Context: an optimization exercise on an open-source flow, tuned for small area. The choices shown serve that exercise and are no tape-out recipe. In this exercise RTL edits were held to simulation tests only and were not proved equivalent to the original. No activity file was given, so power comes from the tool's default toggle rates.

Setup of trial 45:
==> module regfile_read_port, before the edit <==
module regfile_read_port #(
    parameter int DATA_W = regfile_pkg::DEF_DATA_W,
    parameter int NREG   = regfile_pkg::DEPTH
) (
    input  logic [NREG*DATA_W-1:0] regs,
    input  logic [NREG-1:0]        sel,
    output logic [DATA_W-1:0]      data
);
    genvar gb, gg;
    generate
        for (gb = 0; gb < DATA_W; gb++) begin : g_bit
            logic [9:0]  grp_n;
            logic [2:0]  part;
            for (gg = 0; gg < 10; gg++) begin : g_grp
                rf_aoi222 u_aoi (
                    .a1(sel[3*gg]),     .a2(regs[(3*gg)*DATA_W + gb]),
                    .b1(sel[3*gg + 1]), .b2(regs[(3*gg + 1)*DATA_W + gb]),
                    .c1(sel[3*gg + 2]), .c2(regs[(3*gg + 2)*DATA_W + gb]),
                    .y (grp_n[gg])
                );
            end
            rf_nand4 u_nand_0 (.a(grp_n[0]), .b(grp_n[1]), .c(grp_n[2]), .d(grp_n[3]), .y(part[0]));
            rf_nand4 u_nand_1 (.a(grp_n[4]), .b(grp_n[5]), .c(grp_n[6]), .d(grp_n[7]), .y(part[1]));
            rf_tail u_tail (
                .a1(sel[30]), .a2(regs[30*DATA_W + gb]),
                .b1(sel[31]), .b2(regs[31*DATA_W + gb]),
                .g0(grp_n[8]), .g1(grp_n[9]),
                .y (part[2])
            );
            rf_or3   u_or     (.a(part[0]),  .b(part[1]),  .c(part[2]),   .y(data[gb]));
        end
    endgenerate
endmodule
==> module rf_tail, before the edit <==
module rf_tail (
    input  logic a1, a2, b1, b2, g0, g1,
    output logic y
);
    assign y = !(g0 && g1 && !((a1 && a2) || (b1 && b2)));
endmodule
export LEC_CHECK = 0
export CAP_MARGIN = 20
export CORE_MARGIN = 2
export CORE_UTILIZATION = 50
export SLEW_MARGIN = 20
export SYNTH_HIERARCHICAL = 1
create_clock -name core_clock -period 6.0 [get_ports {CLK}]
standard.sh (not shown) runs the stock make flow with config.mk's settings and CLKGATE_MAP_FILE= SYNTH_SCRIPT=/design/flow/synth_recipe.tcl, a recipe that flattens the netlist after the stock synthesis.
==> flow/flow/run.sh <==
#!/bin/bash
# Layout flow: the standard layout (standard.sh, unchanged synthesis) with two changes:
# the port buffers use the smallest buffer cell, and clock tree synthesis uses clkbuf_16 leaf
# buffers over clusters of at most 24 sinks within 80 um, with no dummy loads.
# make's full output goes to flow_make.log.
set -euo pipefail
bash standard.sh \
    "BUFFER_PORTS_ARGS=-buffer_cell sky130_fd_sc_hd__buf_1" \
    "CTS_ARGS=-sink_clustering_enable -repair_clock_nets -dont_use_dummy_load -buf_list {sky130_fd_sc_hd__clkbuf_16} -sink_clustering_size 24 -sink_clustering_max_diameter 80" \
    finish > flow_make.log 2>&1
Changes in build 97 relative to trial 45:
==> flow/design.v, changed modules only <==
module regfile_read_port #(
    parameter int DATA_W = regfile_pkg::DEF_DATA_W,
    parameter int NREG   = regfile_pkg::DEPTH
) (
    input  logic [NREG*DATA_W-1:0] regs,
    input  logic [NREG-1:0]        sel,
    output logic [DATA_W-1:0]      data
);
    genvar gb, gg;
    generate
        for (gb = 0; gb < DATA_W; gb++) begin : g_bit
            logic [10:0] grp_n;
            logic [2:0]  part;
            for (gg = 0; gg < 10; gg++) begin : g_grp
                rf_aoi222 u_aoi (
                    .a1(sel[3*gg]),     .a2(regs[(3*gg)*DATA_W + gb]),
                    .b1(sel[3*gg + 1]), .b2(regs[(3*gg + 1)*DATA_W + gb]),
                    .c1(sel[3*gg + 2]), .c2(regs[(3*gg + 2)*DATA_W + gb]),
                    .y (grp_n[gg])
                );
            end
            rf_aoi22 u_aoi_last (
                .a1(sel[30]), .a2(regs[30*DATA_W + gb]),
                .b1(sel[31]), .b2(regs[31*DATA_W + gb]),
                .y (grp_n[10])
            );
            rf_nand4 u_nand_0 (.a(grp_n[0]), .b(grp_n[1]), .c(grp_n[2]),  .d(grp_n[3]), .y(part[0]));
            rf_nand4 u_nand_1 (.a(grp_n[4]), .b(grp_n[5]), .c(grp_n[6]),  .d(grp_n[7]), .y(part[1]));
            rf_nand3 u_nand_2 (.a(grp_n[8]), .b(grp_n[9]), .c(grp_n[10]), .y(part[2]));
            rf_or3   u_or     (.a(part[0]),  .b(part[1]),  .c(part[2]),   .y(data[gb]));
        end
    endgenerate
endmodule
module rf_aoi22 (
    input  logic a1, a2, b1, b2,
    output logic y
);
    assign y = !((a1 && a2) || (b1 && b2));
endmodule
module rf_nand3 (
    input  logic a, b, c,
    output logic y
);
    assign y = !(a && b && c);
endmodule
// module rf_tail removed
## What came out
Build 97: flow completed, timing, DRC and antenna clean
Build 97 vs trial 45 — cell area power density rose about 0.43%.
Worst hold-check slack: trial 45 vs build 97 — no meaningful difference
There was hardly any difference in summed area of non-filler cells in the final layout between trial 45 and build 97.
Compared to trial 45, build 97 was floorplanned on a bigger die.
Diff build 97..trial 45 | post-detailed-placement cell area | negligible
Build 97 ends up with a vertical die dimension that is 1.1 um higher than in trial 45.
Trial 45 and build 97 ended up with nearly the same sequential share of layout area.
Comparing trial 45 and build 97, final worst slack is higher on build 97.

-- afterwards: timing with drivers on the ports --
In the flow no input, the clock included, has a driving cell. The finished layouts below were timed again as built, in two steps.
Step 1: set_driving_cell puts a clkbuf_16 on CLK and a buf_2 on each other input, an assumption about the parent block.
Step 2 also shifts input and output timing later by t, the mid clock arrival at the registers, as if the neighbouring blocks saw the same clock.
a / b / c = ideal / step 1 / step 2; a / b = the first two.
run | t (ns) | slack for setup (ns) | hold slack, ns | worst setup path after step 2 | worst register clock-pin slew, ns
trial 45 | 0.718 | 0.434 / 0.340 / 0.340 | 0.474 / 0.474 / 0.474 | input to output | 0.10 / 0.10
build 97 | 0.724 | 0.636 / 0.529 / 0.529 | 0.472 / 0.472 / 0.472 | input to output | 0.10 / 0.10
After both steps setup and hold are still met in every run listed. The setup slack of build 97, which loses most, moves by -0.107 ns with the drivers and by -0.107 ns with both steps.
